Context: an optimization exercise on an open-source flow, tuned for small area, a short achievable clock period and few clock cycles per item. The choices shown serve that exercise and are no tape-out recipe.

==> trial 44: inputs <==
## mont_redc_ws
module mont_redc_ws #(
    parameter int P_WIDTH  = 64,
    parameter int W_WIDTH  = 32,
    parameter int PD_WIDTH = 2 * P_WIDTH,
    parameter int NUM_W    = P_WIDTH / W_WIDTH
) (
    input  logic                clk,
    input  logic                rst_n,
    input  logic                in_valid,
    output logic                in_ready,
    input  logic [PD_WIDTH-1:0] Mul_in,
    input  logic [P_WIDTH-1:0]  N_in,
    input  logic [W_WIDTH-1:0]  Nprime_in,
    output logic                out_valid,
    input  logic                out_ready,
    output logic [P_WIDTH-1:0]  res_out,
    output logic [P_WIDTH:0]    res_raw_out
);
clock: 16.0 ns
lec_check: 0
cap_margin: 20
core_margin: 2
core_utilization: 40
slew_margin: 60
run.sh (not shown) runs the stock make flow with config.mk's settings and CLKGATE_MAP_FILE= SYNTH_SCRIPT=/design/flow/synth_recipe.tcl, a recipe that flattens the netlist after the stock synthesis.
==> trial 19 (differences from trial 44) <==
--- a/flow/design.v
+++ b/flow/design.v
@@ -17,16 +17,17 @@
     output logic [P_WIDTH:0]    res_raw_out
 );
     logic        st_load, st_step, st_fin2, last, m63l;
     logic [2:0]  cnt;
     logic        free, pv, go, la_on;
     assign la_on = ~st_load;
     logic [65:0] w;
     logic [63:0] r;
+    logic        rneg;
     logic        qtop;
     logic [7:0]  q_q, nt_q;
     logic [63:0] n_q;
     logic [7:0]  np_q, tl_q;
     logic [3:0] onen, twon, negn;
     always_ff @(posedge clk) begin
         n_q   <= N_in;
         tl_q  <= Mul_in[7:0];
@@ -37,34 +38,38 @@
         assign bnp[j] = {Nprime_in[2*j+1], Nprime_in[2*j], (j == 0) ? 1'b0 : Nprime_in[2*j-1]};
         always_ff @(posedge clk) begin
             onen[j] <= bnp[j][1] ^ bnp[j][0];
             twon[j] <= (bnp[j] == 3'b011) || (bnp[j] == 3'b100);
             negn[j] <= bnp[j][2];
         end
     end
     logic [2:0] bd [4];
-    logic [3:0] one, two, neg, nneg, one_a, two_a, neg_a, one_d, two_d, neg_d;
+    logic [3:0] one, two, neg, one_a, two_a, neg_a, one_d, two_d, neg_d;
+    logic [3:0] one_x, two_x, neg_x;
     logic [7:0] q_d;
     logic       qtop_d;
     for (genvar j = 0; j < 4; j++) begin : g_enc
         assign bd[j] = {q_d[2*j+1], q_d[2*j], (j == 0) ? qtop_d : q_d[2*j-1]};
         assign one_d[j] = bd[j][1] ^ bd[j][0];
         assign two_d[j] = (bd[j] == 3'b011) || (bd[j] == 3'b100);
         assign neg_d[j] = bd[j][2];
-        assign nneg[j]  = ~neg[j];
-        assign one_a[j] = one[j] & la_on;
-        assign two_a[j] = two[j] & la_on;
-        assign neg_a[j] = neg[j] & la_on;
+        assign one_a[j] = ~one_x[j] & la_on;
+        assign two_a[j] = ~two_x[j] & la_on;
+        assign neg_a[j] = ~neg_x[j] & la_on;
     end
     logic [64:0] e0, e1, e2, e3;
-    assign e0 = (({65{one[0]}} & {1'b0, n_q}) | ({65{two[0]}} & {n_q, 1'b0})) ^ {65{neg[0]}};
-    assign e1 = (({65{one[1]}} & {1'b0, n_q}) | ({65{two[1]}} & {n_q, 1'b0})) ^ {65{neg[1]}};
-    assign e2 = (({65{one[2]}} & {1'b0, n_q}) | ({65{two[2]}} & {n_q, 1'b0})) ^ {65{neg[2]}};
-    assign e3 = (({65{one[3]}} & {1'b0, n_q}) | ({65{two[3]}} & {n_q, 1'b0})) ^ {65{neg[3]}};
+    assign e0[32:0] = (({33{one[0]}} & n_q[32:0]) | ({33{two[0]}} & {n_q[31:0], 1'b0})) ^ {33{neg[0]}};
+    assign e0[64:33] = (({32{~one_x[0]}} & {1'b0, n_q[63:33]}) | ({32{~two_x[0]}} & n_q[63:32])) ^ {32{~neg_x[0]}};
+    assign e1[32:0] = (({33{one[1]}} & n_q[32:0]) | ({33{two[1]}} & {n_q[31:0], 1'b0})) ^ {33{neg[1]}};
+    assign e1[64:33] = (({32{~one_x[1]}} & {1'b0, n_q[63:33]}) | ({32{~two_x[1]}} & n_q[63:32])) ^ {32{~neg_x[1]}};
+    assign e2[32:0] = (({33{one[2]}} & n_q[32:0]) | ({33{two[2]}} & {n_q[31:0], 1'b0})) ^ {33{neg[2]}};
+    assign e2[64:33] = (({32{~one_x[2]}} & {1'b0, n_q[63:33]}) | ({32{~two_x[2]}} & n_q[63:32])) ^ {32{~neg_x[2]}};
+    assign e3[32:0] = (({33{one[3]}} & n_q[32:0]) | ({33{two[3]}} & {n_q[31:0], 1'b0})) ^ {33{neg[3]}};
+    assign e3[64:33] = (({32{~one_x[3]}} & {1'b0, n_q[63:33]}) | ({32{~two_x[3]}} & n_q[63:32])) ^ {32{~neg_x[3]}};
     logic [63:0] thi_f, nm_f;
     assign thi_f = r & {64{last}};
     assign nm_f  = n_q & {64{m63l}};
     logic [73:0] ts, tc, x;
     wire t1, t2, t3, t4, t5, t6, t7, t8, t9, t10, t11, t12, t13, t14, t15, t16, t17, t18, t19, t20, t21, t22, t23, t24, t25, t26, t27, t28, t29, t30, t31, t32, t33, t34, t35, t36, t37, t38, t39, t40, t41, t42, t43, t44, t45, t46, t47, t48, t49, t50, t51, t52, t53, t54, t55, t56, t57, t58, t59, t60, t61, t62, t63, t64, t65, t66, t67, t68, t69, t70, t71, t72, t73, t74, t75, t76, t77, t78, t79, t80, t81, t82, t83, t84, t85, t86, t87, t88, t89, t90, t91, t92, t93, t94, t95, t96, t97, t98, t99, t100, t101, t102, t103, t104, t105, t106, t107, t108, t109, t110, t111, t112, t113, t114, t115, t116, t117, t118, t119, t120, t121, t122, t123, t124, t125, t126, t127, t128, t129, t130, t131, t132, t133, t134, t135, t136, t137, t138, t139, t140, t141, t142, t143, t144, t145, t146, t147, t148, t149, t150, t151, t152, t153, t154, t155, t156, t157, t158, t159, t160, t161, t162, t163, t164, t165, t166, t167, t168, t169, t170, t171, t172, t173, t174, t175, t176, t177, t178, t179, t180, t181, t182, t183, t184, t185, t186, t187, t188, t189, t190, t191, t192, t193, t194, t195, t196, t197, t198, t199, t200, t201, t202, t203, t204, t205, t206, t207, t208, t209, t210, t211, t212, t213, t214, t215, t216, t217, t218, t219, t220, t221, t222, t223, t224, t225, t226, t227, t228, t229, t230, t231, t232, t233, t234, t235, t236, t237, t238, t239, t240, t241, t242, t243, t244, t245, t246, t247, t248, t249, t250, t251, t252, t253, t254, t255, t256, t257, t258, t259, t260, t261, t262, t263, t264, t265, t266, t267, t268, t269, t270, t271, t272, t273, t274, t275, t276, t277, t278, t279, t280, t281, t282, t283, t284, t285, t286, t287, t288, t289, t290, t291, t292, t293, t294, t295, t296, t297, t298, t299, t300, t301, t302, t303, t304, t305, t306, t307, t308, t309, t310, t311, t312, t313, t314, t315, t316, t317, t318, t319, t320, t321, t322, t323, t324, t325, t326, t327, t328, t329, t330, t331, t332, t333, t334, t335, t336, t337, t338, t339, t340, t341, t342, t343, t344, t345, t346, t347, t348, t349, t350, t351, t352, t353, t354, t355, t356, t357, t358, t359, t360, t361, t362, t363, t364, t365, t366, t367, t368, t369, t370, t371, t372, t373, t374, t375, t376, t377, t378, t379, t380, t381, t382, t383, t384, t385, t386, t387, t388, t389, t390, t391, t392, t393, t394, t395, t396, t397, t398, t399, t400, t401, t402, t403, t404, t405, t406, t407, t408, t409, t410, t411, t412, t413, t414, t415, t416, t417, t418, t419, t420, t421, t422, t423, t424, t425, t426, t427, t428, t429, t430, t431, t432, t433, t434, t435, t436, t437, t438, t439, t440, t441, t442, t443, t444, t445, t446, t447, t448, t449, t450, t451, t452, t453, t454, t455, t456, t457, t458, t459, t460, t461, t462, t463, t464, t465, t466, t467, t468, t469, t470, t471, t472, t473, t474, t475, t476, t477, t478, t479, t480, t481, t482, t483, t484, t485, t486, t487, t488, t489, t490, t491, t492, t493, t494, t495, t496, t497, t498, t499, t500, t501, t502, t503, t504, t505, t506, t507, t508, t509, t510, t511, t512, t513, t514, t515, t516, t517, t518, t519, t520, t521, t522, t523, t524, t525, t526, t527, t528, t529, t530, t531, t532, t533, t534, t535, t536, t537, t538, t539, t540, t541, t542, t543, t544, t545, t546, t547, t548, t549, t550, t551, t552, t553, t554, t555, t556, t557, t558, t559, t560, t561, t562, t563, t564, t565, t566, t567, t568, t569, t570, t571, t572, t573, t574, t575, t576, t577, t578, t579, t580, t581, t582, t583, t584, t585, t586, t587, t588, t589, t590, t591, t592, t593, t594, t595, t596, t597, t598, t599, t600, t601, t602, t603, t604, t605, t606, t607, t608, t609, t610, t611, t612, t613, t614, t615, t616, t617, t618, t619, t620, t621, t622, t623, t624, t625, t626, t627, t628, t629, t630, t631, t632, t633, t634, t635, t636, t637, t638, t639, t640, t641, t642, t643, t644, t645, t646, t647, t648, t649, t650, t651, t652, t653, t654, t655, t656, t657, t658, t659, t660, t661, t662, t663, t664, t665, t666, t667, t668, t669, t670, t671, t672, t673, t674, t675, t676, t677, t678, t679, t680, t681, t682, t683, t684, t685, t686, t687, t688, t689, t690, t691, t692, t693, t694, t695, t696, t697, t698, t699, t700, t701, t702, t703, t704, t705, t706, t707, t708, t709, t710, t711, t712, t713, t714, t715, t716, t717, t718, t719, t720, t721, t722, t723, t724, t725, t726, t727, t728, t729, t730, t731, t732, t733, t734, t735, t736, t737, t738, t739, t740, t741, t742, t743, t744, t745, t746, t747, t748, t749, t750, t751, t752, t753, t754, t755, t756, t757, t758, t759, t760, t761, t762, t763, t764, t765, t766, t767, t768, t769, t770, t771, t772, t773, t774, t775, t776, t777, t778, t779, t780, t781, t782, t783, t784, t785, t786, t787, t788, t789, t790, t791, t792, t793, t794, t795, t796, t797, t798, t799, t800, t801, t802, t803, t804, t805, t806, t807, t808, t809, t810, t811, t812, t813, t814, t815, t816, t817, t818, t819, t820, t821, t822, t823, t824, t825, t826, t827, t828, t829, t830, t831, t832, t833, t834, t835, t836, t837, t838, t839, t840, t841, t842, t843, t844, t845, t846, t847, t848, t849, t850, t851, t852, t853, t854, t855, t856, t857, t858, t859, t860, t861, t862, t863, t864, t865, t866, t867, t868, t869, t870, t871, t872, t873, t874, t875, t876, t877, t878, t879, t880, t881, t882, t883, t884, t885, t886, t887, t888, t889, t890, t891, t892, t893, t894, t895, t896, t897, t898, t899, t900, t901, t902, t903, t904, t905, t906, t907, t908, t909, t910, t911, t912, t913, t914, t915, t916, t917, t918, t919, t920, t921, t922, t923, t924, t925, t926, t927;
     assign t1 = w[8] ^ thi_f[0];
     assign t2 = w[8] & thi_f[0];
     assign t3 = w[9] ^ thi_f[1] ^ nm_f[1];
@@ -288,18 +293,18 @@
     assign t221 = w[64] ^ thi_f[56] ^ nm_f[56];
     assign t222 = (w[64] & thi_f[56]) | (w[64] & nm_f[56]) | (thi_f[56] & nm_f[56]);
     assign t223 = e0[64] ^ e1[62];
     assign t224 = e0[64] & e1[62];
     assign t225 = w[65] ^ last ^ thi_f[57];
     assign t226 = (w[65] & last) | (w[65] & thi_f[57]) | (last & thi_f[57]);
     assign t227 = nm_f[57] ^ neg[0] ^ e1[63];
     assign t228 = (nm_f[57] & neg[0]) | (nm_f[57] & e1[63]) | (neg[0] & e1[63]);
-    assign t229 = thi_f[58] ^ nm_f[58] ^ nneg[0];
-    assign t230 = (thi_f[58] & nm_f[58]) | (thi_f[58] & nneg[0]) | (nm_f[58] & nneg[0]);
+    assign t229 = thi_f[58] ^ nm_f[58] ^ neg_x[0];
+    assign t230 = (thi_f[58] & nm_f[58]) | (thi_f[58] & neg_x[0]) | (nm_f[58] & neg_x[0]);
     assign t231 = last ^ thi_f[59];
     assign t232 = last & thi_f[59];
     assign t233 = w[4] ^ neg[2];
     assign t234 = w[4] & neg[2];
     assign t235 = w[5] ^ e0[5];
     assign t236 = w[5] & e0[5];
     assign t237 = w[6] ^ neg[3] ^ e0[6];
     assign t238 = (w[6] & neg[3]) | (w[6] & e0[6]) | (neg[3] & e0[6]);
@@ -544,26 +549,26 @@
     assign t477 = t226 ^ t229 ^ e1[64];
     assign t478 = (t226 & t229) | (t226 & e1[64]) | (t229 & e1[64]);
     assign t479 = e2[62] ^ e3[60] ^ t228;
     assign t480 = (e2[62] & e3[60]) | (e2[62] & t228) | (e3[60] & t228);
     assign t481 = nm_f[59] ^ neg[1] ^ t231;
     assign t482 = (nm_f[59] & neg[1]) | (nm_f[59] & t231) | (neg[1] & t231);
     assign t483 = t230 ^ e2[63] ^ e3[61];
     assign t484 = (t230 & e2[63]) | (t230 & e3[61]) | (e2[63] & e3[61]);
-    assign t485 = thi_f[60] ^ nm_f[60] ^ nneg[1];
-    assign t486 = (thi_f[60] & nm_f[60]) | (thi_f[60] & nneg[1]) | (nm_f[60] & nneg[1]);
+    assign t485 = thi_f[60] ^ nm_f[60] ^ neg_x[1];
+    assign t486 = (thi_f[60] & nm_f[60]) | (thi_f[60] & neg_x[1]) | (nm_f[60] & neg_x[1]);
     assign t487 = t232 ^ e2[64] ^ e3[62];
     assign t488 = (t232 & e2[64]) | (t232 & e3[62]) | (e2[64] & e3[62]);
     assign t489 = last ^ thi_f[61] ^ nm_f[61];
     assign t490 = (last & thi_f[61]) | (last & nm_f[61]) | (thi_f[61] & nm_f[61]);
     assign t491 = neg[2] ^ e3[63];
     assign t492 = neg[2] & e3[63];
-    assign t493 = thi_f[62] ^ nm_f[62] ^ nneg[2];
-    assign t494 = (thi_f[62] & nm_f[62]) | (thi_f[62] & nneg[2]) | (nm_f[62] & nneg[2]);
+    assign t493 = thi_f[62] ^ nm_f[62] ^ neg_x[2];
+    assign t494 = (thi_f[62] & nm_f[62]) | (thi_f[62] & neg_x[2]) | (nm_f[62] & neg_x[2]);
     assign t495 = last ^ thi_f[63];
     assign t496 = last & thi_f[63];
     assign t497 = w[2] ^ neg[1];
     assign t498 = w[2] & neg[1];
     assign t499 = w[3] ^ e0[3];
     assign t500 = w[3] & e0[3];
     assign t501 = t233 ^ e0[4] ^ e1[2];
     assign t502 = (t233 & e0[4]) | (t233 & e1[2]) | (e0[4] & e1[2]);
@@ -840,18 +845,18 @@
     assign t773 = t487 ^ t628 ^ t629;
     assign t774 = (t487 & t628) | (t487 & t629) | (t628 & t629);
     assign t775 = t488 ^ t631 ^ t630;
     assign t776 = (t488 & t631) | (t488 & t630) | (t631 & t630);
     assign t777 = t492 ^ t633 ^ t632;
     assign t778 = (t492 & t633) | (t492 & t632) | (t633 & t632);
     assign t779 = t494 ^ t635 ^ t634;
     assign t780 = (t494 & t635) | (t494 & t634) | (t635 & t634);
-    assign t781 = nneg[3] ^ t496 ^ t636;
-    assign t782 = (nneg[3] & t496) | (nneg[3] & t636) | (t496 & t636);
+    assign t781 = neg_x[3] ^ t496 ^ t636;
+    assign t782 = (neg_x[3] & t496) | (neg_x[3] & t636) | (t496 & t636);
     assign t783 = la_on ^ neg_a[2];
     assign t784 = la_on & neg_a[2];
     assign t785 = la_on ^ (((onen[0] & wx[13]) | (twon[0] & wx[12])) ^ negn[0]);
     assign t786 = la_on & (((onen[0] & wx[13]) | (twon[0] & wx[12])) ^ negn[0]);
     assign t787 = la_on ^ neg_a[3] ^ (((onen[0] & wx[14]) | (twon[0] & wx[13])) ^ negn[0]);
     assign t788 = (la_on & neg_a[3]) | (la_on & (((onen[0] & wx[14]) | (twon[0] & wx[13])) ^ negn[0])) | (neg_a[3] & (((onen[0] & wx[14]) | (twon[0] & wx[13])) ^ negn[0]));
     assign t789 = (((onen[1] & wx[12]) | (twon[1] & wx[11])) ^ negn[1]) ^ (((onen[2] & wx[10]) | (twon[2] & wx[9])) ^ negn[2]);
     assign t790 = (((onen[1] & wx[12]) | (twon[1] & wx[11])) ^ negn[1]) & (((onen[2] & wx[10]) | (twon[2] & wx[9])) ^ negn[2]);
@@ -1177,17 +1182,17 @@
     assign la_s[15] = t926;
     assign la_c[15] = t927;
     assign la_next = la_s[15:8] + la_c[15:8] + 8'(|(la_s[7:0] | la_c[7:0]));
     logic [7:0] q0;
     assign q0 = 8'(tl_q * np_q);
     assign free        = ~out_valid | out_ready;
     assign go          = free & in_valid & pv;
     assign res_raw_out = w[64:0];
-    assign res_out     = r;
+    assign res_out     = rneg ? w[63:0] : r;
     always_ff @(posedge clk) begin
         if (!rst_n) begin
             st_load   <= 1'b1;
             st_step   <= 1'b0;
             st_fin2   <= 1'b0;
             in_ready  <= 1'b0;
             out_valid <= 1'b0;
             pv        <= 1'b0;
@@ -1223,38 +1228,40 @@
             q_d    = (cnt == 3'd7) ? 8'hFF : la_next;
             qtop_d = (cnt == 3'd7) ? 1'b0 : q_q[7];
         end else begin
             q_d    = q0;
             qtop_d = 1'b0;
         end
     end
     always_ff @(posedge clk) begin
-        if (!st_fin2) begin
-            q_q  <= q_d;
-            qtop <= qtop_d;
-            one  <= one_d;
-            two  <= two_d;
-            neg  <= neg_d;
-        end
+        q_q  <= q_d;
+        qtop <= qtop_d;
+        one  <= one_d;
+        two  <= two_d;
+        neg  <= neg_d;
+        one_x <= ~one_d;
+        two_x <= ~two_d;
+        neg_x <= ~neg_d;
     end
     always_ff @(posedge clk) begin
         if (!rst_n) begin
             last <= 1'b0;
             m63l <= 1'b0;
         end else begin
             last <= st_step && (cnt == 3'd6);
             m63l <= st_step && (cnt == 3'd6) && la_next[7];
         end
     end
     always_ff @(posedge clk) begin
         if (st_step) begin
             w    <= x[73:8];
         end else if (st_fin2) begin
-            r    <= x[65] ? w[63:0] : x[63:0];
+            r    <= x[63:0];
+            rneg <= x[65];
         end else begin
             nt_q <= la_next;
             if (free) begin
                 w <= {2'b0, Mul_in[63:0]};
                 r <= Mul_in[127:64];
             end
         end
     end
- CORE_UTILIZATION: 40 -> 60
==> results.txt <==
post-synthesis simple-gate area fraction=9.01%; final-layout clock buffer total=37; status=no timing/DRC/antenna violations; Non-Clock Buffer Count=387; syn_nets=4,452; vias in the first global route=27,400; Min Hold Slack=0.521 ns; Avg Cell Area, Syn=9.14 µm²; worst path cell trace=buf_4 > buf_4 > a22oi_1 > xnor2_1 > fa_1 > fa_1 > inv_1 > fa_1 > fa_1 > ha_1 > a21oi_1 > o21ai_0 > a221oi_1 > o211ai_1 > nor4_4 > nor4_4 > nor2_4 > mux2_8 > o311ai_1; Finished Cell Area=0.0384 mm²; crit path to=r[19]; row count=105; Worst-Margin Slew=just over 0.6 ns; post-route worst setup slack=8.58 ns; placed cells=4,769
That was trial 44.
==> results.txt <==
status=no timing/DRC/antenna violations; Avg Cell Area, Syn=9.48 µm²; row count=86; final-layout clock buffer total=35; worst path cell trace=buf_4 > and2_1 > fa_1 > inv_1 > fa_1 > inv_1 > fa_1 > fa_1 > ha_1 > nand4_1 > nor4_4 > o2111ai_1 > a21oi_1 > o21ai_1 > a211oi_2 > a21oi_1 > o41ai_2 > xnor2_1 > mux2_2; Finished Cell Area=0.0382 mm²; placed cells=~4,400; crit path to=w[63]; Non-Clock Buffer Count=379; Min Hold Slack=between 0.5 and 0.6 ns; Worst-Margin Slew=~0.63 ns; post-route worst setup slack=approximately 8.8 ns; syn_nets=4,357; post-synthesis simple-gate area fraction=6.72%
That was trial 19.
Function was not checked in any run of this note: the RTL went through the layout flow alone.

what the ideal ports hide:
How much do the figures lean on ideal ports? The routed layouts below were timed once more, with nothing changed but the port constraints. Step 1, drivers: a clkbuf_16 drives clk and a buf_2 each remaining input, both assumed. Step 2 adds t to the input delays and takes it off the output delays; t is the mean of the earliest and latest rising clock arrival at the registers after step 1. Input paths then give back, and output paths get back, about the clock's delay inside the block. Slacks: no drivers / after step 1 / after step 2; pairs: no drivers / after step 1.
run | t, ns | slack for setup (ns) | clock arrival spread, ns | cell pins on the clock port's net
trial 44 | 0.677 | 8.579 / 8.579 / 8.579 | 0.021 / 0.021 | 1
trial 19 | 0.674 | 8.752 / 8.752 / 8.752 | 0.050 / 0.050 | 1
After both steps every run listed still meets setup and hold.
